What follows belongs to an exercise in optimizing a design on an open flow for small area; a production flow would make more cautious choices.
Function was checked by simulation only, so behaviour that the tests miss may differ from the original.
No activity file was given, so power comes from the tool's default toggle rates.

==> design.v <==
module pipe_decode #(
  parameter int  WIDTH = 32,
  parameter int  NREG  = 32,
  parameter int  IMM_W = 16,
  localparam int AW    = $clog2(NREG)
) (
  input  logic             clk,
  input  logic             rst,
  input  logic             in_valid,
  output logic             in_ready,
  input  logic [31:0]      instr,
  input  logic             regDst,
  input  logic             regWrite,
  input  logic             memRead,
  input  logic             memToReg,
  input  logic             wb_en,
  input  logic [AW-1:0]    wb_addr,
  input  logic [WIDTH-1:0] wb_data,
  output logic             out_valid,
  input  logic             out_ready,
  output logic [WIDTH-1:0] out_rs_data,
  output logic [WIDTH-1:0] out_rt_data,
  output logic [WIDTH-1:0] out_imm,
  output logic [AW-1:0]    out_dest,
  output logic             out_regWrite,
  output logic             out_memRead,
  output logic             out_memToReg,
  output logic             stall
);
  logic [WIDTH-1:0] regs [NREG];
  logic [NREG-1:0]  rvalid;
  logic [NREG-1:0]  we, rs_sel, rt_sel;
  logic [AW-1:0]    rs, rt, rd, dest;
  logic [WIDTH-1:0] rs_data, rt_data;
  logic [IMM_W-1:0] imm_q;
  logic             hz, load;
  assign rs   = instr[21 +: AW];
  assign rt   = instr[16 +: AW];
  assign rd   = instr[11 +: AW];
  assign dest = regDst ? rd : rt;
  always_comb begin
    for (int i = 0; i < NREG; i++)
      we[i] = wb_en && (wb_addr == AW'(i)) && (i != 0);
  end
  always_ff @(posedge clk or negedge rst) begin
    if (!rst) rvalid <= '0;
    else      rvalid <= rvalid | we;
  end
  logic ph;
  always_ff @(posedge clk or negedge rst) begin
    if (!rst) ph <= 1'b0;
    else      ph <= ~ph;
  end
  logic [WIDTH-1:0] xw;
  assign xw = wb_data ^ {WIDTH{ph}};
  for (genvar i = 1; i < NREG; i++) begin : g_reg
    logic [WIDTH-1:0] d;
    for (genvar b = 0; b < WIDTH; b++) begin : g_bit
      pd_oai22 u_h (.a0(~we[i]), .b0(xw[b]), .a1(we[i]), .b1(regs[i][b]), .y(d[b]));
    end
    always_ff @(posedge clk) regs[i] <= d;
  end
  always_comb begin
    rs_sel[0] = 1'b0;
    rt_sel[0] = 1'b0;
    for (int i = 1; i < NREG; i++) begin
      rs_sel[i] = (rs == AW'(i)) && rvalid[i];
      rt_sel[i] = (rt == AW'(i)) && rvalid[i];
    end
  end
  localparam int NT = (NREG - 1) / 3;
  logic [WIDTH-1:0] rs_part [NT+1];
  logic [WIDTH-1:0] rt_part [NT+1];
  for (genvar g = 0; g < NT; g++) begin : g_rd
    for (genvar b = 0; b < WIDTH; b++) begin : g_bit
      pd_aoi222 u_rs (.a0(rs_sel[3*g+1]), .b0(regs[3*g+1][b]),
                      .a1(rs_sel[3*g+2]), .b1(regs[3*g+2][b]),
                      .a2(rs_sel[3*g+3]), .b2(regs[3*g+3][b]),
                      .y(rs_part[g][b]));
      pd_aoi222 u_rt (.a0(rt_sel[3*g+1]), .b0(regs[3*g+1][b]),
                      .a1(rt_sel[3*g+2]), .b1(regs[3*g+2][b]),
                      .a2(rt_sel[3*g+3]), .b2(regs[3*g+3][b]),
                      .y(rt_part[g][b]));
    end
  end
  assign rs_part[NT] = ~(regs[NREG-1] & {WIDTH{rs_sel[NREG-1]}});
  assign rt_part[NT] = ~(regs[NREG-1] & {WIDTH{rt_sel[NREG-1]}});
  always_comb begin
    rs_data = '0;
    rt_data = '0;
    for (int g = 0; g <= NT; g++) begin
      rs_data = rs_data | ~rs_part[g];
      rt_data = rt_data | ~rt_part[g];
    end
    rs_data = rs_data ^ {WIDTH{ph & (|rs_sel)}};
    rt_data = rt_data ^ {WIDTH{ph & (|rt_sel)}};
  end
  assign hz       = in_valid & out_valid & out_memRead & (out_dest != '0) &
                    ((out_dest == rs) | (out_dest == rt));
  assign stall    = hz;
  assign in_ready = (~out_valid | out_ready) & ~hz;
  assign load     = (~out_valid | out_ready) & ~hz;
  always_ff @(posedge clk or negedge rst) begin
    if (!rst)                        out_valid <= 1'b0;
    else if (in_valid && in_ready)   out_valid <= 1'b1;
    else if (out_valid && out_ready) out_valid <= 1'b0;
  end
  localparam int PW = 2 * WIDTH + IMM_W + AW + 3;
  logic [PW-1:0] pl_q, pl_new, pl_d;
  assign pl_new = {rs_data, rt_data, instr[IMM_W-1:0], dest, regWrite, memRead, memToReg};
  for (genvar b = 0; b < PW; b++) begin : g_pl
    pd_ao22 u_pl (.a0(load), .b0(pl_new[b]), .a1(~load), .b1(pl_q[b]), .y(pl_d[b]));
  end
  always_ff @(posedge clk) begin
    pl_q <= pl_d;
  end
  assign {out_rs_data, out_rt_data, imm_q, out_dest, out_regWrite, out_memRead, out_memToReg} = pl_q;
  assign out_imm = {{(WIDTH-IMM_W){imm_q[IMM_W-1]}}, imm_q};
endmodule
module pd_aoi222 (
  input  logic a0, b0, a1, b1, a2, b2,
  output logic y
);
  assign y = ~((a0 & b0) | (a1 & b1) | (a2 & b2));
endmodule
module pd_oai22 (
  input  logic a0, b0, a1, b1,
  output logic y
);
  assign y = ~((a0 | b0) & (a1 | b1));
endmodule
module pd_ao22 (
  input  logic a0, b0, a1, b1,
  output logic y
);
  assign y = (a0 & b0) | (a1 & b1);
endmodule
==> flow/run.sh <==
#!/bin/bash
# Layout flow: the standard flow (standard.sh), run in two calls.
#  1. The standard synthesis, unchanged.
#  2. Floorplan to final layout, with these changes to how cells are chosen:
#     * the port buffers are sky130_fd_sc_hd__buf_1 (the standard flow picks
#       a larger delay buffer), still one buffer on every input and output;
#     * the resizer may not use the largest buffers (buf_6 and up) or the
#       larger XOR gates, so it repairs slew on the register file's wide
#       select and data nets with small buffers;
#     * clock tree synthesis uses small clock buffers, larger sink clusters
#       and no dummy loads.
# Each call's full make output goes to its own log in this folder; ORFS's
# per-step logs stay under orfs/logs.
set -euo pipefail

bash standard.sh synth > flow_synth.log 2>&1

PLATFORM_DONT_USE="sky130_fd_sc_hd__probe_p_8 sky130_fd_sc_hd__probec_p_8
 sky130_fd_sc_hd__lpflow_bleeder_1
 sky130_fd_sc_hd__lpflow_clkbufkapwr_1 sky130_fd_sc_hd__lpflow_clkbufkapwr_16
 sky130_fd_sc_hd__lpflow_clkbufkapwr_2 sky130_fd_sc_hd__lpflow_clkbufkapwr_4
 sky130_fd_sc_hd__lpflow_clkbufkapwr_8
 sky130_fd_sc_hd__lpflow_clkinvkapwr_1 sky130_fd_sc_hd__lpflow_clkinvkapwr_16
 sky130_fd_sc_hd__lpflow_clkinvkapwr_2 sky130_fd_sc_hd__lpflow_clkinvkapwr_4
 sky130_fd_sc_hd__lpflow_clkinvkapwr_8
 sky130_fd_sc_hd__lpflow_decapkapwr_12 sky130_fd_sc_hd__lpflow_decapkapwr_3
 sky130_fd_sc_hd__lpflow_decapkapwr_4 sky130_fd_sc_hd__lpflow_decapkapwr_6
 sky130_fd_sc_hd__lpflow_decapkapwr_8
 sky130_fd_sc_hd__lpflow_inputiso0n_1 sky130_fd_sc_hd__lpflow_inputiso0p_1
 sky130_fd_sc_hd__lpflow_inputiso1n_1 sky130_fd_sc_hd__lpflow_inputiso1p_1
 sky130_fd_sc_hd__lpflow_inputisolatch_1
 sky130_fd_sc_hd__lpflow_isobufsrc_1 sky130_fd_sc_hd__lpflow_isobufsrc_16
 sky130_fd_sc_hd__lpflow_isobufsrc_2 sky130_fd_sc_hd__lpflow_isobufsrc_4
 sky130_fd_sc_hd__lpflow_isobufsrc_8 sky130_fd_sc_hd__lpflow_isobufsrckapwr_16
 sky130_fd_sc_hd__lpflow_lsbuf_lh_hl_isowell_tap_1
 sky130_fd_sc_hd__lpflow_lsbuf_lh_hl_isowell_tap_2
 sky130_fd_sc_hd__lpflow_lsbuf_lh_hl_isowell_tap_4
 sky130_fd_sc_hd__lpflow_lsbuf_lh_isowell_4
 sky130_fd_sc_hd__lpflow_lsbuf_lh_isowell_tap_1
 sky130_fd_sc_hd__lpflow_lsbuf_lh_isowell_tap_2
 sky130_fd_sc_hd__lpflow_lsbuf_lh_isowell_tap_4"
BIG_BUFS="sky130_fd_sc_hd__buf_6 sky130_fd_sc_hd__buf_8 sky130_fd_sc_hd__buf_12
 sky130_fd_sc_hd__buf_16 sky130_fd_sc_hd__bufbuf_8 sky130_fd_sc_hd__bufbuf_16
 sky130_fd_sc_hd__xor2_2 sky130_fd_sc_hd__xor2_4 sky130_fd_sc_hd__xnor2_2
 sky130_fd_sc_hd__xnor2_4"
DONT_USE=$(echo $PLATFORM_DONT_USE $BIG_BUFS)

bash standard.sh \
  "DONT_USE_CELLS=$DONT_USE" \
  "BUFFER_PORTS_ARGS=-buffer_cell sky130_fd_sc_hd__buf_1" \
  "CTS_ARGS=-sink_clustering_enable -repair_clock_nets -dont_use_dummy_load -sink_clustering_size 12 -sink_clustering_max_diameter 60 -buf_list {sky130_fd_sc_hd__clkbuf_4 sky130_fd_sc_hd__clkbuf_8}" \
  finish > flow_make.log 2>&1
==> standard.sh <==
#!/bin/bash
# synth_recipe.tcl (not shown) runs the flow's synth.tcl, then flattens the netlist and writes it again
# the make line also repeats each setting of config.mk as NAME=value (left out here)
make -C /OpenROAD-flow-scripts/flow DESIGN_CONFIG=/design/flow/config.mk WORK_HOME=/design/flow/orfs CLKGATE_MAP_FILE= SYNTH_SCRIPT=/design/flow/synth_recipe.tcl "${@:-finish}"
==> config.mk <==
export PLATFORM = sky130hd
export DESIGN_NAME = pipe_decode
export DESIGN_NICKNAME = pipe_decode
export VERILOG_FILES = /design/flow/design.v
export SDC_FILE = /design/flow/constraint.sdc
export NUM_CORES = 4
export LEC_CHECK = 0
export CAP_MARGIN = 20
export CORE_MARGIN = 2
export CORE_UTILIZATION = 40
export GPL_TIMING_DRIVEN = 0
export PLACE_DENSITY = 0.5
export SLEW_MARGIN = 20
export SYNTH_HIERARCHICAL = 1
==> constraint.sdc <==
create_clock -name core_clock -period 5.0 [get_ports {clk}]
set_input_delay 1.0000 -clock core_clock [delete_from_list [all_inputs] [get_ports {clk}]]
set_output_delay 1.0000 -clock core_clock [all_outputs]
set_load 0.01 [all_outputs]
==> results of run 1 <==
through the flow:
step	util [%]	area, um2	setup TNS, ns	hold WS (ns)	setup WS (ns)
after floorplan	-	40200	0	0.438	0.0126
after global placement	42.6	42500	-291.00	0.447	-2.83
after detailed placement	44.2	44100	-2.84	0.451	-0.654
after CTS	45.7	45700	0	0.0502	0.0258
after global routing	45.7	45700	0	0.0858	0.146
final	45.8	45700	0	0.0867	0.283
modules after synthesis (local to each module, per instance):
module       cell area (um2)  copies in the design
pipe_decode            26900                     1
pd_oai22                6.26                   992
pd_aoi222               10.0                   640
pd_ao22                 8.76                    88
what timing repair did:
item | in CTS | in global routing
endpoints found under the setup margin | 1 | 1
gates cloned | 4 | 0
setup buffers | 1 | 0
gates resized for setup | 3 | 3
pin swaps | 2 | 0
path summary, 6_finish.rpt:
check	startpoint	to	depth (start not counted)
hold reg to reg	pl_q[22]$_DFF_P_	pl_q[22]$_DFF_P_	1
setup reg to reg	rvalid[28]$_DFF_PN0_	pl_q[34]$_DFF_P_	8
hold / removal	rst	rvalid[21]$_DFF_PN0_	1
max in group asynchronous	rst	rvalid[8]$_DFF_PN0_	2
setup / recovery	instr[25]	in_ready	10
min in group core_clock	instr[7]	pl_q[15]$_DFF_P_	2
kinds of logic (layout without fill, tap and decap cells):
logic type      after synthesis  in the layout  synth area share (%)
simple gates                399            401                  5.55
xor+xnor                    106            106                  2.31
mux                          13             13                 0.386
other cells                   0              7                     0
compound gates             1801           1801                  35.0
flops                      1113           1113                  55.8
buf+inv                      80            570                 0.983
cell type report:
type | count | area share [%]
sequential | 1113 | 49.1
multi-input combinational | 2321 | 38.7
timing repair buffer | 383 | 4.49
tap | 1298 | 3.55
clock buffer | 107 | 3.22
buffer | 46 | 0.592
inverter | 34 | 0.290
antenna | 7 | 0.0383
cell usage in the layout, fill, tap and decap left out, drive strengths merged, types with 4 or more instances in the layout:
cell type / count
xor2: 70
nor3: 7
nand2: 106
a222oi: 640
and3b: 5
o22ai: 992
xnor2: 36
a31oi: 4
and3: 55
dfxtp: 1080
buf: 408
nand2b: 31
a2111oi: 64
or2: 7
nor2: 19
mux2: 10
or4: 5
nor3b: 6
nand4: 129
a22o: 89
dfrtp: 33
nor4: 4
a21oi: 5
diode: 7
clkbuf: 126
and2: 4
nor2b: 10
inv: 34
nand3: 4
flip-flops by register name (all words and copies together) (netlist names):
register and count:
out_valid 1, regs 992, pl_q 88, ph 1, rvalid 31
worst reg2reg max path, stage by stage, from the launching register on:
cell and delay, ns:
sky130_fd_sc_hd__dfrtp_1 0.40, sky130_fd_sc_hd__and3_2 0.36, sky130_fd_sc_hd__buf_4 0.33, sky130_fd_sc_hd__or4_1 0.45, sky130_fd_sc_hd__or4b_4 0.55, sky130_fd_sc_hd__o41ai_4 0.89
sky130_fd_sc_hd__buf_6 0.33, sky130_fd_sc_hd__xor2_1 0.61, sky130_fd_sc_hd__a22o_1 0.25
power by group through the flow:
stage	registers (mW)	clock network (mW)	logic [mW]
floorplan	12.5	0	2.05
global placement	12.6	0	3.14
detailed placement	12.8	0	3.35
CTS	12.7	5.00	3.36
global route	13.0	5.34	3.67
finish	12.7	4.97	3.48
metal layers:
layer | track usage [%] | vias up
met5 | 0.331 | -
li1 | - | 16900
met4 | 25.8 | 6
met2 | 56.4 | 4051
met3 | 11.1 | 834
met1 | 49.3 | 20400
==> run notes, run 1 <==
Route
After detailed routing, the number of remaining DRC violations is 0. The total wire length is 209,000 um. The uppermost layer routed is met5.

The number of iterations in the first detailed-routing pass is 14. In this run the remaining antenna-violating nets after routing total 0. The met1 routed wirelength after detailed routing is 75,900 um. The average wire per standard cell is 39.4 um. For this block, the via count after detailed routing is 42.3k. The ratio of routed vias to standard cells is 7.96. In this run, the number of DRC markers left after iteration 0 of detailed routing was 9,819.

After detailed routing, the met3 layer carries 30,700 um of wire. Detailed routing placed a total of 87,600 um of wire on met2.

Min path
In this run the worst hold path is classified as in -> async.

Logic synthesis
Sorting the synthesized cells by how often they occur yields sky130_fd_sc_hd__dfxtp_1 (1,080), sky130_fd_sc_hd__o22ai_1 (992), sky130_fd_sc_hd__a222oi_1 (640). The async set-or-reset flop fraction in the synthesized netlist is 2.96%. The top cell type by total area after synthesis is sky130_fd_sc_hd__dfxtp_1. The share of synthesized area in the top cell type comes to 53.7%. In this run, synthesis produced a sequential element count of 1,113. The dominant register cell in the synthesized netlist is sky130_fd_sc_hd__dfxtp_1. The net count after synthesis is 3,590. Synthesis produced 3,512 cells.

The sequential-to-total area share from yosys stat is 55.8%. By area the synthesized netlist is led by sky130_fd_sc_hd__dfxtp_1 (54%), sky130_fd_sc_hd__a222oi_1 (16%), sky130_fd_sc_hd__o22ai_1 (15%), sky130_fd_sc_hd__dfrtp_1 (2.1%), sky130_fd_sc_hd__nand4_1 (2.0%). After synthesis, the mean cell area works out to 11.5 um2.

For this run, the number of Yosys warnings is 13. The dominant cell by count in the synthesized netlist is sky130_fd_sc_hd__dfxtp_1. In this run the cell area of the synthesized design comes to 0.0402 mm2. In this run, synthesis inferred 0 flip-flops with an integrated enable. The number of library cell types mapped by synthesis is 51.

Power
The maximum vdd ir drop is 252 uV. The share of total power in combinational logic is 16.4%. The total power consumption of the routed design is 21.2 mW. Of the total power, the share spent switching nets is 31.7%. The internal power of the cells is 14.5 mW. For this design the ratio of total power to cell area is 464 mW/mm2. For this design the total switching power over the nets is 6.73 mW.

The clock network is responsible for 23.5% of the overall power. In this run the static leakage power is 16.6 nW. In this run, flip-flops and latches consume 60.1% of the power.

Clock network
Clock tree synthesis selected as its root buffer the cell sky130_fd_sc_hd__clkbuf_8. The number of buffers on the longest clock path is 3. The clock-pin slew reported for the worst setup and hold paths after clock tree synthesis is 0.08 ns. In this run, CTS created clock tree buffers numbering 107. TritonCTS built the clock tree. CTS built an H-tree with a depth of 3. The clock latency on the worst-skew pair is 0.81 ns. CTS saw 1,113 sinks. After clock tree synthesis, the flow added hold-fix buffers numbering 0.

Placed design
The congestion estimate from routability-driven global placement came to 1.05. The post-detailed-placement half-perimeter wirelength is 132,000 um. The number of placed instances, taps included, is 5,190.

The port buffer count is 178.

Finish
For this run, the number of standard cells in the final layout without fillers is 5,309. The footprint of the multi-input gates is 0.0177 mm2. In the final layout, flip-flops and latches occupy 0.0224 mm2. The share of post-route cells with drive strength above 1 is 12.2%. The number of inserted filler cells in the final layout is 9,255. The final-stage net count is 4,084. Compared with the post-synthesis result, the final layout area differs by 13.6%.

Die
185 I/O pins were placed. From left edge to right edge, the die measures 321 um. The floorplan step defined a core boundary enclosing 0.0999 mm2.

The starting density of the core is 40.3%. The number of core rows is 116. The area enclosed by the die boundary is 0.103 mm2. The floorplan step set the die height to 321 um.

GRT
In the global route stage, overall resource usage came out at 38.6%. The first global-routing pass estimated 292,000 um of wire. Summed over all layers, the global routing overflow is 0.

The via count of the first global-routing pass was 41.1k. Entering global routing, the biggest net connects 43 pins. The number of antenna violations at the first check in global routing is 6.

Critical path
The family with the most delay on the worst path is buffers and inverters. Setup slack on the worst reg-to-reg path comes out at 0.80 ns. The type of the worst setup path is in -> out. The endpoint class of the critical path is an output port. The largest single stage delay on the critical path is 0.46 ns. Among the stages of the critical path, the cell type that occurs most often is sky130_fd_sc_hd__buf_1. Traced cell by cell, the critical path runs through buf_1 > buf_1 > xor2_1 > nor3_1 > nand3_1 > a21oi_4 > or2_4 > buf_4 > inv_6 > buf_1. Together, buffers and inverters on the worst path number 5. The standard cell with the maximum stage delay on the critical path is sky130_fd_sc_hd__buf_1. Along the worst path, the maximum fanout reaches 66.

The data arrival time of the critical path is 3.72 ns. The startpoint type of the worst setup path is a primary input. At the worst endpoint, the required time is 4.00 ns.

STA
After layout, the worst path uses 94.3% of the clock period. Setup repair after global routing left no endpoint under its margin. In this run the tightest slew margin relative to its limit is 17.6%. The worst clock skew is 0.0444 ns. The max-slew violation total from the final report was 0. The number of setup violations in the final report is 0.

For the pin with the worst max-slew slack, the measured transition is 1.20 ns. The total count of hold-check failures in the final report is 0. The achievable clock frequency is 212 MHz. The final critical path time including I/O delays and setup is 4.72 ns.

Run status
The run finished with no timing, DRC or antenna violations.

Run
The count of max-cap constraint violations is 0.
==> run 2, diff against run 1 <==
--- a/config.mk
+++ b/config.mk
@@ -7,8 +7,8 @@
 export LEC_CHECK = 0
-export CAP_MARGIN = 20
+export CAP_MARGIN = 10
 export CORE_MARGIN = 2
-export CORE_UTILIZATION = 40
+export CORE_UTILIZATION = 50
 export GPL_TIMING_DRIVEN = 0
-export PLACE_DENSITY = 0.5
-export SLEW_MARGIN = 20
+export PLACE_DENSITY = 0.6
+export SLEW_MARGIN = 10
 export SYNTH_HIERARCHICAL = 1
==> run notes, run 2 <==
Run status
The flow ran to the end and the layout has no timing, DRC or antenna violations.

Route
The number of iterations in the first detailed-routing pass is 14. The average wire per standard cell is 40.0 um. For this run, design rule violations remaining after detail routing come to 0.

Across all layers, the routed design uses 43.0k vias. Using the TritonRoute via totals, the vias-per-cell ratio works out to 8.51. The count of nets left with antenna violations after detail routing is 0. The initial detailed-routing violation count is 10.3k. The total wire length is 202,000 um.

Power
The switching power as a share of total power is 31.5%. Per report_power, the clock group accounts for 23.3% of the total. Cell internal power was estimated by the tool at 14.5 mW. The share of total power dissipated in sequential elements is 60.5%. The analysis attributes to cell leakage a power of 16.4 nW. The total power consumption of the routed design is 21.1 mW. For this design the total switching power over the nets is 6.63 mW. The maximum vdd ir drop is 271 uV. For this design the ratio of total power to cell area is 466 mW/mm2. The share of total power in combinational logic is 16.2%.

GRT
The total global routing overflow is 0. The first global-routing pass estimated 283,000 um of wire. The via count of the first global-routing pass is 41.1k. Entering global routing, the biggest net connects 49 pins. In the global route stage, overall resource usage came out at 46.4%. The number of antenna violations at the first check in global routing was 8.

Logic synthesis
In the synthesized netlist the dominant register cell turns out to be sky130_fd_sc_hd__dfxtp_1. In this run the mean area of a mapped cell was 11.5 um2. After synthesis the netlist holds a flip-flop and latch count of 1,113. The async set-or-reset flop fraction in the synthesized netlist is 2.96%.

Synthesis instantiated 51 different standard cells from the library. Synthesis produced a netlist with a net count of 3,590. The synthesized instance count is 3,512. The count of flip-flops with a built-in enable after synthesis is 0.

The sequential-to-total area share from yosys stat is 55.8%. For this run, the number of Yosys warnings is 13. Of all cell types, the one taking the most synthesized area is sky130_fd_sc_hd__dfxtp_1. After synthesis, the cell types taking the most area are sky130_fd_sc_hd__dfxtp_1 (54%), sky130_fd_sc_hd__a222oi_1 (16%), sky130_fd_sc_hd__o22ai_1 (15%), sky130_fd_sc_hd__dfrtp_1 (2.1%), sky130_fd_sc_hd__nand4_1 (2.0%). The commonest cells after synthesis are sky130_fd_sc_hd__dfxtp_1 (1,080), sky130_fd_sc_hd__o22ai_1 (992), sky130_fd_sc_hd__a222oi_1 (640). The dominant cell by count in the synthesized netlist is sky130_fd_sc_hd__dfxtp_1. The mapped cell area is 0.0402 mm2. The share of the synthesized area in the top cell type is 53.7%.

Clock network
Clock-pin slew was measured on the worst setup and hold paths at 0.09 ns. The TritonCTS buffer count is 106. In this run the deepest clock path goes through 3 buffers. The buffer type at the clock tree root is sky130_fd_sc_hd__clkbuf_8. The clock tree from TritonCTS is yes. Clock latency on the worst-skew pair, taken at its later pin, is 0.78 ns.

CTS saw 1,113 sinks. The number of H-tree levels is 3.

Finish
The flip-flop count of the largest register, all copies and words added is 992. The library cells used most frequently in the layout, excluding fill and tap cells, are sky130_fd_sc_hd__dfxtp_1 (1,080), sky130_fd_sc_hd__o22ai_1 (992), sky130_fd_sc_hd__a222oi_1 (640). The post-route cell area is 0.0452 mm2.

Cells with a size suffix above 1 make up 11.8% of the layout. More flip-flops sit in one register than any other, and that register is regs. The largest registers in the layout are regs x992, pl_q x88, rvalid x31. The most common library cell in the layout ignoring fill and taps is sky130_fd_sc_hd__dfxtp_1.

The final-stage net count is 4,062. The area growth from synthesis to layout is 12.3%.

STA
The worst pin sits at a relative slew slack of 9.54%. The achievable clock frequency is 206 MHz. The max-slew violation total from the final report is 0. Setup violations remaining at the end of the flow were counted as 0.

The total count of hold-check failures in the final report came to 0. The portion of the clock cycle consumed by the worst path in the final layout is 97.0%. The final worst setup slack is 0.148 ns. The worst clock skew is 0.0572 ns.

At the pin with the least slew margin, the transition time is 1.35 ns. Setup repair after global routing left no endpoint under its margin. The worst path needs 4.85 ns of the cycle, external delays included. Summed over all failing endpoints, the final setup total negative slack is 0 ns. The final hold slack is 0.161 ns.

Die
The number of primary I/O pins is 185. Once the floorplan was initialized, standard cells occupied 50.2% of the core. The die is 288 um tall. The horizontal extent of the die is 288 um. The area enclosed by the die boundary is 0.0828 mm2. After floorplanning, the core was sized to cover 0.0802 mm2. Row generation in the floorplan step produced 104 rows.

Critical path
The data arrival time of the critical path is 5.51 ns. The worst setup path is of the in -> reg kind. Measured in cells, the most critical reg-to-reg path has a length of 8.

At the worst endpoint, the required time is 5.66 ns. The endpoint of the most critical register-to-register path is pl_q[46]$_DFF_P_. The reg-to-reg critical path startpoint is rvalid[25]$_DFF_PN0_. The setup slack of the worst register-to-register path is 0.83 ns. Along the worst path, the maximum fanout reaches 19. The endpoint class of the critical path is a flop. The startpoint type of the worst setup path is a primary input.

Run
Across the run, the number of max-cap violations was 0.

Placed design
The port buffer count is 178. The worst setup slack before clock tree synthesis is -0.622 ns. The placement-stage cell area is 0.0437 mm2. The last weighted congestion value of the routability-driven placer is 0.942. The wire-length estimate of the detail-placed layout is 123,000 um.

Min path
The path type of the worst min-delay path is in -> async.
## run 2: worst max-delay path: stages
cell                      delay [ns]
sky130_fd_sc_hd__buf_1          0.15
sky130_fd_sc_hd__buf_1          0.49
sky130_fd_sc_hd__nor2b_1        0.72
sky130_fd_sc_hd__and3_2         0.64
sky130_fd_sc_hd__buf_4          0.42
sky130_fd_sc_hd__or4_1          0.20
sky130_fd_sc_hd__nor4_1         0.07
sky130_fd_sc_hd__a31oi_2        0.64
sky130_fd_sc_hd__buf_2          0.52
sky130_fd_sc_hd__xnor2_1        0.36
sky130_fd_sc_hd__a22o_1         0.29
## run 2: kinds of logic (layout without fill, tap and decap cells)
kind of cell,Yosys count,in the layout,share of synthesized area (%)
compound gates,1801,1801,35.0
xor+xnor,106,106,2.31
buf+inv,80,548,0.983
flops,1113,1113,55.8
mux,13,13,0.386
other cells,0,7,0
simple gates,399,401,5.55
## run 2: layout make-up
| cell class | count | area, um2 |
|---|---|---|
| flip-flops and latches | 1113 | 22400 |
| plain buffers | 46 | 274 |
| well taps | 1060 | 1330 |
| diodes | 7 | 17.5 |
| multi-input cells | 2321 | 17600 |
| repair buffers | 362 | 1930 |
| inverters | 34 | 130 |
| clock buffers | 106 | 1460 |
| fillers | 6908 | 35000 |
## run 2: power groups by stage
stage	Combinational, mW	Clock [mW]	Sequential, mW
after global placement	3.06	0	12.6
after global routing	3.60	5.23	13.0
final	3.42	4.91	12.8
after floorplan	2.05	0	12.5
after detailed placement	3.25	0	12.8
after CTS	3.27	4.90	12.6
## run 2: modules after synthesis (local to each module, per instance)
| module | cell area, um2 | times used | flip-flops and latches |
|---|---|---|---|
| pd_oai22 | 6.26 | 992 | 0 |
| pipe_decode | 26900 | 1 | 1113 |
| pd_ao22 | 8.76 | 88 | 0 |
| pd_aoi222 | 10.0 | 640 | 0 |
## run 2: metal layers
metal	wire length (um)	global-route usage, %	up-vias	part of all wire (%)
met5	27	0.291	-	0.013
met4	18200	34.9	4	9.0
met3	33900	17.9	1079	17
met2	80900	65.1	4485	40
met1	68900	57.5	20500	34
li1	-	-	16900	-
## run 2: worst max path at each step
| stage | from | end | slack [ns] | cells after the start |
|---|---|---|---|---|
| 2_1_floorplan | instr[19] | in_ready | 0.01 | 7 |
| 3_3_place_gp | instr[19] | in_ready | -2.75 | 9 |
| 3_5_place_dp | instr[19] | in_ready | -0.62 | 11 |
| 4_1_cts | instr[21] | in_ready | 0.06 | 10 |
| 5_1_grt | instr[23] | in_ready | 0.08 | 10 |
| 6_report | instr[21] | pl_q[78]$_DFF_P_ | 0.15 | 11 |
## run 2: per-stage QoR
step / util [%] / instances
floorplan: - / 3512
global placement: 52.7 / 4750
detailed placement: 54.5 / 4931
CTS: 56.3 / 5041
global route: 56.4 / 5044
finish: 56.4 / 5049
## run 2: what timing repair did
item | CTS | global route
resized for setup | 6 | 3
endpoints found under the setup margin | 1 | 3
hold buffers | 0 | 0
cloned | 4 | 0
pin swaps | 1 | 1
setup buffers | 0 | 1
endpoints found under the hold margin | 0 | 0
==> run 3, diff against run 2 <==
--- a/flow/run.sh
+++ b/flow/run.sh
@@ -6,3 +6,3 @@
 #       a larger delay buffer), still one buffer on every input and output;
-#     * the resizer may not use the largest buffers (buf_6 and up) or the
+#     * the resizer may not use buffers larger than buf_2 or the
 #       larger XOR gates, so it repairs slew on the register file's wide
@@ -41,3 +41,3 @@
  sky130_fd_sc_hd__lpflow_lsbuf_lh_isowell_tap_4"
-BIG_BUFS="sky130_fd_sc_hd__buf_6 sky130_fd_sc_hd__buf_8 sky130_fd_sc_hd__buf_12
+BIG_BUFS="sky130_fd_sc_hd__buf_4 sky130_fd_sc_hd__buf_6 sky130_fd_sc_hd__buf_8 sky130_fd_sc_hd__buf_12
  sky130_fd_sc_hd__buf_16 sky130_fd_sc_hd__bufbuf_8 sky130_fd_sc_hd__bufbuf_16
==> run notes, run 3 <==
Run status
The flow ran to the end, but the layout failed its checks. The checks that failed were negative setup slack.

Finish
In the final layout, the registers with the most flip-flops are regs x992, pl_q x88, rvalid x31. The flip-flop count of the largest register, all copies and words added is 992. The share of post-route cells with drive strength above 1 is 11.6%. In the final design database the tool counted 4,064 nets. The number of inserted filler cells in the final layout is 6,968. Leaving out fill and tap cells, the most frequent cells in the layout are sky130_fd_sc_hd__dfxtp_1 (1,080), sky130_fd_sc_hd__o22ai_1 (992), sky130_fd_sc_hd__a222oi_1 (640). The library cell used most frequently in the layout, excluding fill and tap cells, is sky130_fd_sc_hd__dfxtp_1. The area added between synthesis and finish is 11.5%. The register with the most flip-flops is regs. The final core utilization is 56.0%.

Clock network
The clock tree from TritonCTS is yes. After clock tree synthesis, the setup repair step added 0 buffers. The clock reaches the later pin of the worst-skew pair after 0.78 ns. The number of buffers on the longest clock path is 3. Buffers inserted to repair hold after CTS numbered 0.

The cell sitting at the root of the clock tree is a sky130_fd_sc_hd__clkbuf_8. Clock-pin slew was measured on the worst setup and hold paths at 0.08 ns. The number of clock buffers added by TritonCTS is 105. The H-tree was split into 3 levels. The number of clock sinks is 1,113.

Route
After detailed routing, the total wire length is 201,000 um. Detailed routing inserted a total of 42.8k vias. The count of nets left with antenna violations after detail routing is 0. The DRC violations left is 0. Dividing the detail-routed wire length by the instance count gives 39.8 um.

After the first detailed-routing iteration, the DRC count stood at 10.4k. The pre-antenna-repair detailed-routing pass consisted of 13 iterations. The ratio of routed vias to standard cells is 8.47.

STA
Counting I/O delays and the setup requirement, the final critical path takes 5.01 ns. For the pin with the worst max-slew slack, the measured transition is 1.28 ns. The worst path uses 100% of the clock period.

The final hold slack is 0.167 ns. The total count of hold-check failures in the final report is 0. The max-slew violation total from the final report is 0. The worst clock skew is 0.0554 ns. The final worst setup slack is -0.00550 ns. Setup violations remaining at the end of the flow were counted as 1.

The achievable clock frequency is 200 MHz. The relative slew slack is 14.6%.

Die
From left edge to right edge, the die measures 288 um. After floorplanning, the core was sized to cover 0.0802 mm2. The starting density of the core is 50.2%.

Pin placement for this block handled 185 I/O pins. The number of core rows is 104. The die covers 0.0828 mm2. The die is 288 um tall.

Run
Max-cap violations in this run came to 0.

GRT
The number of antenna violations at the first check in global routing is 6. The total global routing overflow is 0. Global routing used 45.8% of the available tracks. The via count of the first global-routing pass was 40.8k. Entering global routing, the biggest net connects 49 pins.

The first global-routing pass estimated 279,000 um of wire.

Power
The share of total power dissipated in sequential elements is 60.7%. The switching power as a share of total power is 31.4%. The internal portion of the total power is 14.4 mW. The total power consumption of the routed design is 21.0 mW. The share of total power in the clock network is 23.2%. VDD sags by at most 261 uV. The share of total power in combinational logic is 16.2%.

The analysis attributes to cell leakage a power of 16.4 nW. The power per cell area is 469 mW/mm2. In this run the power spent charging and discharging nets is 6.60 mW.

Logic synthesis
Dividing the synthesized area by the synthesized cell count gives 11.5 um2. In the synthesized netlist the async set-or-reset flop fraction comes to 2.96%. The Yosys step of the flow raised 13 warnings. After synthesis the netlist holds a flip-flop and latch count of 1,113. sky130_fd_sc_hd__dfxtp_1 takes more of the synthesized area than any other cell. Yosys mapped a number of flops with a built-in enable equal to 0. By area the synthesized netlist is led by sky130_fd_sc_hd__dfxtp_1 (54%), sky130_fd_sc_hd__a222oi_1 (16%), sky130_fd_sc_hd__o22ai_1 (15%), sky130_fd_sc_hd__dfrtp_1 (2.1%), sky130_fd_sc_hd__nand4_1 (2.0%). Synthesis produced a netlist with a net count of 3,590. For this run, the register share of the synthesized area comes to 55.8%. In this run, distinct cell masters in the synthesized netlist total 51. The share of the synthesized area in the top cell type is 53.7%. Ranked by instance count, the synthesized netlist is headed by sky130_fd_sc_hd__dfxtp_1 (1,080), sky130_fd_sc_hd__o22ai_1 (992), sky130_fd_sc_hd__a222oi_1 (640).

The mapped cell area is 0.0402 mm2. Among all flip-flop cells after synthesis, the most frequent one is sky130_fd_sc_hd__dfxtp_1. The synthesized instance count is 3,512. In the post-synthesis netlist, the cell with the most instances is sky130_fd_sc_hd__dfxtp_1.

Critical path
The worst setup path is launched from a primary input. The endpoint class of the critical path is an output port. Data arrives at the worst endpoint at 4.01 ns. The largest single stage delay on the critical path is 0.53 ns.

In this run the critical register-to-register path is captured at pl_q[46]$_DFF_P_. The slowest stage of the critical path is the sky130_fd_sc_hd__or2_4 cell. Traced cell by cell, the critical path runs through buf_1 > clkbuf_1 > xor2_1 > nor3_1 > nand3_1 > a21oi_4 > or2_4 > clkbuf_4 > inv_4 > buf_1. The cell repeated most along the worst path is sky130_fd_sc_hd__buf_1. By startpoint and endpoint, the worst setup path is classified as in -> out. The required time reported for the critical path endpoint is 4.00 ns. The setup slack of the worst register-to-register path is 0.70 ns. The number of cells on the worst reg-to-reg path is 8. Tracing the worst setup path back leads to its startpoint at instr[24].

Along the worst path, the maximum fanout reaches 12. In this run the critical register-to-register path is launched from rvalid[25]$_DFF_PN0_. The most critical setup path has its endpoint at in_ready.

Placed design
The post-detailed-placement half-perimeter wirelength is 123,000 um. The port buffer count is 178. The last weighted congestion value of the routability-driven placer is 0.942. OpenSTA, run right after detailed placement, puts the worst setup slack at -0.773 ns.

Min path
The tightest min-delay check is of the in -> async type.
## run 3: power groups by stage
stage	clock [mW]	combinational, mW	sequential, mW
2_1_floorplan	0	2.05	12.5
3_3_place_gp	0	3.06	12.6
3_5_place_dp	0	3.24	12.8
4_1_cts	4.85	3.24	12.7
5_1_grt	5.18	3.58	13.0
6_report	4.87	3.40	12.8
## run 3: worst min path at each step
stage / start / to / slack, ns / cells after the start
after floorplan: regs[31][0]$_DFF_P_ / regs[31][0]$_DFF_P_ / 0.44 / 1
after global placement: regs[31][9]$_DFF_P_ / regs[31][9]$_DFF_P_ / 0.45 / 1
after detailed placement: pl_q[0]$_DFF_P_ / pl_q[0]$_DFF_P_ / 0.45 / 1
after CTS: rst / rvalid[26]$_DFF_PN0_ / 0.15 / 1
after global routing: rst / rvalid[26]$_DFF_PN0_ / 0.16 / 1
final: rst / rvalid[26]$_DFF_PN0_ / 0.17 / 1
## run 3: critical path, delay by kind of cell
family / cells / cell delay (ns)
AOI/OAI and AO/OA: 1 / 0.52
xor gates and xnor gates: 1 / 0.13
buffers and inverters: 5 / 1.45
and+or+nand+nor: 3 / 0.88
## run 3: through the flow
| step | setup TNS (ns) | instance area, um2 | instances |
|---|---|---|---|
| 3_5_place_dp | -43.35 | 43400 | 4936 |
| 4_1_cts | 0 | 44800 | 5042 |
| 6_report | -0.00550 | 44900 | 5048 |
| 2_1_floorplan | 0 | 40200 | 3512 |
| 3_3_place_gp | -271.47 | 42200 | 4750 |
| 5_1_grt | -0.0257 | 44900 | 5045 |
## run 3: timing repair
item | in CTS | in global routing
cloned | 2 | 2
endpoints found under the hold margin | 0 | 0
pin swaps | 0 | 1
gates resized for setup | 1 | 3
endpoints found under the setup margin | 2 | 1
## run 3: cell families (layout without fill, tap and decap cells)
logic type | count (synthesis) | in the layout | synth area share (%)
AO/OA/AOI/OAI | 1801 | 1801 | 35.0
XOR/XNOR | 106 | 106 | 2.31
buffers and inverters | 80 | 550 | 0.983
flip-flops | 1113 | 1113 | 55.8
multiplexers | 13 | 13 | 0.386
other | 0 | 4 | 0
AND/OR/NAND/NOR | 399 | 401 | 5.55
## run 3: layout make-up
type | instances | area (um2) | area share, %
inverter | 34 | 130 | 0.290
timing repair buffer | 365 | 1620 | 3.61
sequential | 1113 | 22400 | 50.0
clock buffer | 105 | 1450 | 3.22
buffer | 46 | 268 | 0.597
tap | 1060 | 1330 | 2.96
antenna | 4 | 10.0 | 0.0223
multi-input combinational | 2321 | 17600 | 39.3
## run 3: per-module statistics from Yosys (local to each module, per instance)
module | flip-flops and latches | copies in the design | cells inside | cell area (um2)
pd_ao22 | 0 | 88 | 1 | 8.76
pd_oai22 | 0 | 992 | 1 | 6.26
pd_aoi222 | 0 | 640 | 1 | 10.0
pipe_decode | 1113 | 1 | 1792 | 26900
## run 3: per-layer routing
metal | track usage, % | wire length [um] | up-vias
li1 | - | - | 16900
met4 | 34.1 | 17500 | 14
met1 | 56.7 | 68700 | 20500
met3 | 17.7 | 33900 | 1062
met2 | 64.3 | 80900 | 4320
met5 | 0.465 | 119 | -
==> run 4, diff against run 3 <==
--- a/flow/run.sh
+++ b/flow/run.sh
@@ -6,6 +6,6 @@
 #       a larger delay buffer), still one buffer on every input and output;
-#     * the resizer may not use buffers larger than buf_2 or the
+#     * the resizer may not use the largest buffers (buf_6 and up) or the
 #       larger XOR gates, so it repairs slew on the register file's wide
 #       select and data nets with small buffers;
-#     * clock tree synthesis uses small clock buffers, larger sink clusters
+#     * clock tree synthesis uses small clock buffers (clkbuf_4 at the leaves)
 #       and no dummy loads.
@@ -41,3 +41,3 @@
  sky130_fd_sc_hd__lpflow_lsbuf_lh_isowell_tap_4"
-BIG_BUFS="sky130_fd_sc_hd__buf_4 sky130_fd_sc_hd__buf_6 sky130_fd_sc_hd__buf_8 sky130_fd_sc_hd__buf_12
+BIG_BUFS="sky130_fd_sc_hd__buf_6 sky130_fd_sc_hd__buf_8 sky130_fd_sc_hd__buf_12
  sky130_fd_sc_hd__buf_16 sky130_fd_sc_hd__bufbuf_8 sky130_fd_sc_hd__bufbuf_16
@@ -50,3 +50,3 @@
   "BUFFER_PORTS_ARGS=-buffer_cell sky130_fd_sc_hd__buf_1" \
-  "CTS_ARGS=-sink_clustering_enable -repair_clock_nets -dont_use_dummy_load -sink_clustering_size 12 -sink_clustering_max_diameter 60 -buf_list {sky130_fd_sc_hd__clkbuf_4 sky130_fd_sc_hd__clkbuf_8}" \
+  "CTS_ARGS=-sink_clustering_enable -repair_clock_nets -dont_use_dummy_load -sink_clustering_size 8 -sink_clustering_max_diameter 50 -sink_clustering_buffer sky130_fd_sc_hd__clkbuf_4 -buf_list {sky130_fd_sc_hd__clkbuf_4 sky130_fd_sc_hd__clkbuf_8}" \
   finish > flow_make.log 2>&1
==> run notes, run 4 <==
Logic synthesis
The synthesized-area fraction occupied by and/or/nand/nor cells is 5.55%. The async set-or-reset flop fraction in the synthesized netlist is 2.96%. The synthesized netlist devotes 35.0% of its cell area to compound gates. The net count after synthesis is 3,590. The dominant register cell in the synthesized netlist is sky130_fd_sc_hd__dfxtp_1. Summing every instance area after synthesis gives 0.0402 mm2. Dividing the synthesized area by the synthesized cell count gives 11.5 um2.

Summing the areas of all xor and xnor instances in the mapped netlist gives 2.31% of the synthesized area. The number of library cell types mapped by synthesis is 51. Of the total synthesized cell area, the portion taken by full adders, half adders and majority gates is 0%. By area, the combinational part of the netlist is dominated by compound AO/OA/AOI/OAI gates. The share of the synthesized area in the top cell type is 53.7%. In the post-synthesis netlist, the biggest area contributors are sky130_fd_sc_hd__dfxtp_1 (54%), sky130_fd_sc_hd__a222oi_1 (16%), sky130_fd_sc_hd__o22ai_1 (15%), sky130_fd_sc_hd__dfrtp_1 (2.1%), sky130_fd_sc_hd__nand4_1 (2.0%). During synthesis, Yosys emitted a total of 13 warnings.

The most common cell in the synthesized netlist is sky130_fd_sc_hd__dfxtp_1. The count of flip-flops with a built-in enable after synthesis is 0. Ranked by instance count, the synthesized netlist is headed by sky130_fd_sc_hd__dfxtp_1 (1,080), sky130_fd_sc_hd__o22ai_1 (992), sky130_fd_sc_hd__a222oi_1 (640). The top cell type by total area after synthesis is sky130_fd_sc_hd__dfxtp_1. The total of flip-flops plus latches after synthesis is 1,113. The sequential-to-total area share from yosys stat is 55.8%.

The cell count after synthesis came out at 3,512. In the synthesized netlist, mux cells make up 0.386% of the area.

Critical path
The startpoint identified for the worst register-to-register timing path is rvalid[25]$_DFF_PN0_. STA classifies the critical path startpoint as a primary input. In this run the register-to-register setup slack is 0.83 ns. The critical path in this run is classified as in -> reg. The maximum net fanout on the critical path is 19. At the worst endpoint, the required time is 5.71 ns. Data arrives at the worst endpoint at 5.50 ns. The endpoint class of the critical path is a flop.

The number of cells on the worst reg-to-reg path is 8. In this run the critical register-to-register path is captured at pl_q[46]$_DFF_P_.

STA
The final hold slack is 0.0743 ns. Headroom to the max-slew limit came out at 12.7%. After routing, the total negative slack on setup checks comes to 0 ns.

Based on the critical path, the design can be clocked at up to 209 MHz. The actual slew at the worst max-slew pin is 1.31 ns. For the finished layout, the period the worst path requires is 4.79 ns. The worst clock skew is 0.0860 ns. The number of setup violations in the final report is 0.

The max-slew violation total from the final report was 0. The portion of the clock cycle consumed by the worst path in the final layout is 95.8%. Setup repair after global routing left no endpoint under its margin.

The total count of hold-check failures in the final report is 0.

Clock network
The TritonCTS buffer count is 159. The number of clock sinks is 1,113. The clock passes through at most 3 buffers. Clock-pin slew was measured on the worst setup and hold paths at 0.09 ns. The root buffer cell chosen for the clock tree is sky130_fd_sc_hd__clkbuf_8. The cts-stage hold buffer count is 0.

The clock reaches the later pin of the worst-skew pair after 0.85 ns. The clock tree from TritonCTS is yes. The number of H-tree levels is 4.

Finish
The area added between synthesis and finish is 12.0%. The share of post-route cells with drive strength above 1 is 12.9%. After the last flow step, the layout net total stands at 4,114. The library cells used most frequently in the layout, excluding fill and tap cells, are sky130_fd_sc_hd__dfxtp_1 (1,080), sky130_fd_sc_hd__o22ai_1 (992), sky130_fd_sc_hd__a222oi_1 (640). The flip-flop count of the largest register, all copies and words added is 992. The largest registers in the layout are regs x992, pl_q x88, rvalid x31. The register with the most flip-flops in the final layout is regs. Counting the fill cells in the layout gives 6,945. The most common library cell in the layout ignoring fill and taps is sky130_fd_sc_hd__dfxtp_1.

GRT
The global routing met2 resource utilization is 65.4%. For met3 alone, demand over resource in global routing was 17.7%. The largest net degree at the start of global routing is 49. The total global routing overflow is 0. The via count of the first global-routing pass is 41.5k. Global routing consumed, over all layers together, 46.7% of the routing resources. The met1 global-route usage is 58.0%. The first global-routing pass estimated 284,000 um of wire.

The most used routing layer in global routing is met2. The number of antenna violations at the first check in global routing is 11.

Placed design
The last weighted congestion value of the routability-driven placer is 0.942. The wire-length estimate of the detail-placed layout is 123,000 um. The port buffer count is 178.

Power
The total power consumption of the routed design is 20.9 mW. The maximum vdd ir drop is 280 uV. The power per cell area is 463 mW/mm2.

The leakage power summed over all cells is 16.5 nW.

Route
Dividing the detail-routed wire length by the instance count gives 39.6 um. The initial detailed-routing violation count is 10.7k. The routed design has 202,000 um of wire. The number of iterations in the first detailed-routing pass is 14. Once detail routing completed, the nets flagged for antenna violations numbered 0. The ratio of routed vias to standard cells is 8.47.

The DRC violations left is 0. The number of vias in the routed layout is 43.2k.

Die
In this run the standard cell core region covers 0.0802 mm2. The number of primary I/O pins is 185. The die is 288 um wide. The die is 288 um tall. The area enclosed by the die boundary is 0.0828 mm2. For this configuration, the core starts out at a cell density of 50.2%. The initialized floorplan defines 104 standard-cell rows.

Min path
The path type of the worst min-delay path is in -> async.

Run
The tool flagged a number of max-cap violations equal to 0.

Run status
The run finished with no timing, DRC or antenna violations.
[run 4: cell counts after synthesis]
No cell type changed its count.
[run 4: cell type report]
| cell class | instances | area [um2] | share of cell area [%] |
|---|---|---|---|
| buffer | 46 | 274 | 0.608 |
| inverter | 34 | 133 | 0.294 |
| antenna | 10 | 25.0 | 0.0555 |
| tap | 1060 | 1330 | 2.94 |
| clock buffer | 159 | 1300 | 2.89 |
| timing repair buffer | 361 | 1930 | 4.28 |
| multi-input combinational | 2321 | 17600 | 39.1 |
| sequential | 1113 | 22400 | 49.8 |
[run 4: repair_timing]
item,in CTS,in global routing
pin swaps,2,0
buffers inserted,1,0
endpoints found under the setup margin,1,2
gates cloned,3,0
resized for setup,6,7
endpoints found under the hold margin,0,0
[run 4: cell families (layout without fill, tap and decap cells)]
kind of cell | Yosys count | count (layout)
flops | 1113 | 1113
compound gates | 1801 | 1801
buf+inv | 80 | 600
simple gates | 399 | 401
xor+xnor | 106 | 106
mux | 13 | 13
other cells | 0 | 10
[run 4: critical path, stage by stage]
cell,delay [ns]
sky130_fd_sc_hd__buf_1,0.15
sky130_fd_sc_hd__buf_1,0.51
sky130_fd_sc_hd__nor2b_1,0.68
sky130_fd_sc_hd__and3_2,0.62
sky130_fd_sc_hd__buf_4,0.42
sky130_fd_sc_hd__or4_1,0.19
sky130_fd_sc_hd__nor4_1,0.07
sky130_fd_sc_hd__a31oi_2,0.66
sky130_fd_sc_hd__buf_2,0.52
sky130_fd_sc_hd__xnor2_1,0.36
sky130_fd_sc_hd__a22o_1,0.29
[run 4: stage by stage]
step | instance area, um2 | setup slack, ns | std cells | util [%]
detailed placement | 43700 | -0.622 | 4931 | 54.5
floorplan | 40200 | 0.0126 | 3512 | -
finish | 45100 | 0.211 | 5104 | 56.2
CTS | 45000 | 0.00296 | 5094 | 56.1
global route | 45000 | 0.125 | 5097 | 56.2
global placement | 42200 | -2.75 | 4750 | 52.7
[run 4: how the worst max path moves through the flow]
stage	startpoint	to	depth (start not counted)	slack, ns
finish	instr[21]	pl_q[78]$_DFF_P_	11	0.21
global route	instr[23]	in_ready	10	0.13
CTS	pl_q[4]$_DFF_P_	in_ready	8	0.003
detailed placement	instr[19]	in_ready	11	-0.62
global placement	instr[19]	in_ready	9	-2.75
floorplan	instr[19]	in_ready	7	0.01
[run 4: modules after synthesis (local to each module, per instance)]
module	flops+latches	times used	area (um2)	cells
pipe_decode	1113	1	26900	1792
pd_aoi222	0	640	10.0	1
pd_ao22	0	88	8.76	1
pd_oai22	0	992	6.26	1
[run 4: where the power goes]
group	switching (mW)	internal (mW)
clock network	3.09	1.62
logic	1.91	1.50
registers	1.68	11.1
[run 4: routing by layer]
metal / share of wire [%] / vias up / wire length [um]
met5: 0.020 / - / 40
met2: 40 / 4545 / 80700
met4: 9.1 / 6 / 18400
met1: 34 / 20500 / 69200
met3: 17 / 1126 / 33600
li1: - / 17000 / -
==> run 5, diff against run 4 <==
--- a/config.mk
+++ b/config.mk
@@ -9,5 +9,5 @@
 export CORE_MARGIN = 2
-export CORE_UTILIZATION = 50
+export CORE_UTILIZATION = 60
 export GPL_TIMING_DRIVEN = 0
-export PLACE_DENSITY = 0.6
+export PLACE_DENSITY = 0.68
 export SLEW_MARGIN = 10
==> run notes, run 5 <==
Run status
The flow ran to the end, but the layout failed its checks. The checks that failed were negative setup slack.

Clock network
The cell sitting at the root of the clock tree is a sky130_fd_sc_hd__clkbuf_8. The number of resized instances in the post-cts repair step is 0. Buffers inserted during clock tree synthesis total 158. The H-tree was split into 4 levels. After clock tree synthesis, the clock-pin slew on the worst setup and hold paths is 0.10 ns. Buffers inserted to repair hold after CTS numbered 0. The clock reaches the later pin of the worst-skew pair after 0.83 ns. The number of buffers on the longest clock path is 3. TritonCTS built the clock tree. The number of clock sinks is 1,113. Post-CTS timing repair inserted 0 buffers for setup.

Route
The ratio of routed vias to standard cells is 8.96. In this run, the number of DRC markers left after iteration 0 of detailed routing was 11.0k. In the final routed layout, each cell accounts on average for 38.1 um. The total wire length is 186,000 um.

The first detailed-routing pass took 15 iterations. Once detail routing completed, the nets flagged for antenna violations numbered 0. The DRC violations left is 0. For this block, the via count after detailed routing is 43.7k.

Critical path
The worst setup path is of the in -> reg kind. The setup check on the worst reg-to-reg path leaves a slack of 1.01 ns. For the worst flop-to-flop path, the logic depth is 8. The maximum net fanout on the critical path is 33. At the worst endpoint, the required time is 5.68 ns. The reg-to-reg critical path startpoint is rvalid[26]$_DFF_PN0_.

Among all stages on the critical path, the largest delay is contributed by sky130_fd_sc_hd__a31oi_1. The data arrival time of the critical path is 5.72 ns. STA classifies the critical path endpoint as a flop. The startpoint type of the worst setup path is a primary input.

The endpoint of the most critical register-to-register path is pl_q[30]$_DFF_P_. The cell that appears most often on the critical path is sky130_fd_sc_hd__buf_1. The critical path goes through buf_1 > buf_1 > nor2b_1 > and3_2 > or4_1 > nor4_1 > a31oi_1 > buf_2 > xnor2_1 > a22o_1.

The destination of the critical timing path is pl_q[78]$_DFF_P_. In this run the worst setup path begins at instr[21]. On the worst path, the slowest cell contributes a delay of 1.09 ns.

GRT
The first global-routing pass estimated 266,000 um of wire. The number of antenna violations at the first check in global routing is 6. The overall routing resource usage is 50.7%. The via count of the first global-routing pass is 41.7k. The total global routing overflow is 0. The largest net degree at the start of global routing is 68.

Placed design
At the end of routability-driven placement, the weighted congestion stood at 1.09. The post-detailed-placement half-perimeter wirelength is 111,000 um. The cell count after placement is 4,715.

The worst setup slack before clock tree synthesis is -0.380 ns. The port buffer count is 178. Summing all placed instances gives a cell area of 0.0432 mm2.

Logic synthesis
In the synthesized netlist the async set-or-reset flop fraction comes to 2.96%. The commonest cells after synthesis are sky130_fd_sc_hd__dfxtp_1 (1,080), sky130_fd_sc_hd__o22ai_1 (992), sky130_fd_sc_hd__a222oi_1 (640). Synthesis inferred 1,113 register bits.

The dominant register cell in the synthesized netlist is sky130_fd_sc_hd__dfxtp_1. After synthesis, flip-flops and latches occupy 55.8% of the total area. The mapped netlist covers 0.0402 mm2. For this run, the number of Yosys warnings is 13. Summed over all instances, the cell type with the most area after synthesis is sky130_fd_sc_hd__dfxtp_1. Counting distinct cell types in the post-synthesis netlist gives 51. The net count after synthesis is 3,590. Yosys attributes the largest share of cell area to sky130_fd_sc_hd__dfxtp_1 (54%), sky130_fd_sc_hd__a222oi_1 (16%), sky130_fd_sc_hd__o22ai_1 (15%), sky130_fd_sc_hd__dfrtp_1 (2.1%), sky130_fd_sc_hd__nand4_1 (2.0%). The top cell type by area accounts for 53.7% of the synthesized area. The dominant cell by count in the synthesized netlist is sky130_fd_sc_hd__dfxtp_1. The average cell area after synthesis is 11.5 um2. In the synthesized netlist, the number of instances is 3,512. The count of flip-flops with a built-in enable after synthesis is 0.

STA
The total count of hold-check failures in the final report is 0. The portion of the clock cycle consumed by the worst path in the final layout is 101%. Headroom to the max-slew limit came out at 7.37%. The final critical path time including I/O delays and setup is 5.04 ns. The max-slew violation total from the final report is 0. The number of setup violations in the final report is 4. The actual slew at the worst max-slew pin is 1.38 ns. Setup repair after global routing left no endpoint under its margin. Final hold analysis gives a worst-case slack of 0.295 ns.

Derived from the worst setup path, the maximum achievable clock frequency is 198 MHz. Setup slack on the critical path of the routed design comes to -0.0383 ns. The setup TNS after final layout is -0.0587 ns.

The worst clock skew is 0.0582 ns.

Die
The core region is 0.0661 mm2. After floorplanning, the core was divided into 94 placement rows. The number of primary I/O pins is 185.

The starting density of the core is 60.9%. The floorplan step defined a die boundary enclosing 0.0691 mm2. The die is 263 um tall. The horizontal extent of the die is 263 um.

Power
The maximum vdd ir drop is 285 uV. Summed over all cells, the static leakage comes to 16.3 nW. The power per cell area is 467 mW/mm2.

Finish
The largest registers in the layout are regs x992, pl_q x88, rvalid x31. regs holds more flip-flops than any other register. Leaving out filler cells and counting taps, the final layout contains 4,876. The share of post-route cells with drive strength above 1 is 12.2%.

The register with the most flip-flops in the layout has 992 of them. The area added between synthesis and finish is 10.7%. The final-stage net count is 4,089.

Leaving out fill and tap cells, the most frequent cell in the layout is sky130_fd_sc_hd__dfxtp_1. The library cells used most frequently in the layout, excluding fill and tap cells, are sky130_fd_sc_hd__dfxtp_1 (1,080), sky130_fd_sc_hd__o22ai_1 (992), sky130_fd_sc_hd__a222oi_1 (640). Summing all non-filler instances in the final layout gives an area of 0.0445 mm2.

Run
Max-cap violations in this run came to 0.

Min path
The tightest min-delay check is of the in -> async type.
==> run 5: cell families after synthesis <==
logic type	count (synthesis)	share of synthesized area, %
compound gates	1801	35.0
xor+xnor	106	2.31
buf+inv	80	0.983
flops	1113	55.8
mux	13	0.386
simple gates	399	5.55
==> run 5: how the worst min path moves through the flow <==
stage                              from              endpoint  slack [ns]  cells after the start
floorplan           regs[31][0]$_DFF_P_   regs[31][0]$_DFF_P_        0.44                      1
global placement    regs[31][1]$_DFF_P_   regs[31][1]$_DFF_P_        0.45                      1
detailed placement     pl_q[15]$_DFF_P_      pl_q[15]$_DFF_P_        0.45                      1
CTS                                 rst  rvalid[25]$_DFF_PN0_        0.28                      1
global route                        rst  rvalid[12]$_DFF_PN0_        0.33                      1
finish                              rst  rvalid[11]$_DFF_PN0_        0.30                      1
==> run 5: cell type report <==
| class | count | area, um2 |
|---|---|---|
| Clock buffer | 158 | 1290 |
| Multi-Input combinational cell | 2319 | 17600 |
| Buffer | 46 | 268 |
| Tap cell | 864 | 1080 |
| Antenna cell | 3 | 7.51 |
| Fill cell | 5087 | 21600 |
| Timing Repair Buffer | 339 | 1740 |
| Inverter | 34 | 130 |
| Sequential cell | 1113 | 22400 |
==> run 5: per-module statistics from Yosys, one instance, submodules excluded <==
| module | flip-flops and latches | area, um2 | cells | times used |
|---|---|---|---|---|
| pd_oai22 | 0 | 6.26 | 1 | 992 |
| pipe_decode | 1113 | 26900 | 1792 | 1 |
| pd_aoi222 | 0 | 10.0 | 1 | 640 |
| pd_ao22 | 0 | 8.76 | 1 | 88 |
==> run 5: layer usage <==
metal  share of wire, %  track usage [%]
met5              0.012            0.208
met4                 10             39.9
met3                 18             19.0
met2                 40             71.8
met1                 32             62.0
==> run 5: critical path, delay by kind of cell <==
| family | cells | cell delay, ns |
|---|---|---|
| buffers and inverters | 3 | 1.15 |
| AOI/OAI and AO/OA | 2 | 1.36 |
| and+or+nand+nor | 4 | 1.88 |
| xor gates and xnor gates | 1 | 0.30 |
==> run 5: stage by stage <==
stage	util (%)	power, mW
global placement	63.5	15.7
global route	67.4	21.5
CTS	67.4	20.5
finish	67.4	20.8
detailed placement	65.4	16.0
floorplan	-	14.6
==> run 5: power breakdown <==
part | switching [mW] | internal, mW | leakage, nW | total, mW
Sequential | 1.70 | 11.1 | 9.63 | 12.8
Combinational | 1.91 | 1.49 | 5.89 | 3.40
Clock | 3.03 | 1.61 | 0.771 | 4.64
Total | 6.64 | 14.2 | 16.3 | 20.8

==> port drivers added, routing unchanged <==
The flow's constraints put no driver on any port. The routed layouts listed below were extracted and timed again, unchanged, in two steps.
Step 1 assumes that a clkbuf_16 drives the clock port and a buf_2 every other input.
Step 2 also shifts input and output timing later by t, the mid clock arrival at the registers, as if the neighbouring blocks saw the same clock.
a / b / c = no drivers / after step 1 / after step 2; a / b = the first two.
run | shift t [ns] | slack for setup (ns) | latest minus earliest clock arrival (ns)
run 1 | 0.851 | 0.283 / 0.252 / -0.522 | 0.044 / 0.045
run 2 | 0.822 | 0.148 / 0.163 / -0.651 | 0.059 / 0.059
run 3 | 0.803 | -0.005 / -0.058 / -0.761 | 0.064 / 0.065
run 4 | 0.884 | 0.211 / 0.198 / -0.657 | 0.105 / 0.104
run 5 | 0.873 | -0.038 / -0.009 / -0.883 | 0.064 / 0.063
Met with ideal ports but missed after step 2: setup timing in run 1, run 2 and run 4. For run 4, which loses most, drivers alone change the setup slack by -0.013 ns; drivers and shift together by -0.868 ns.
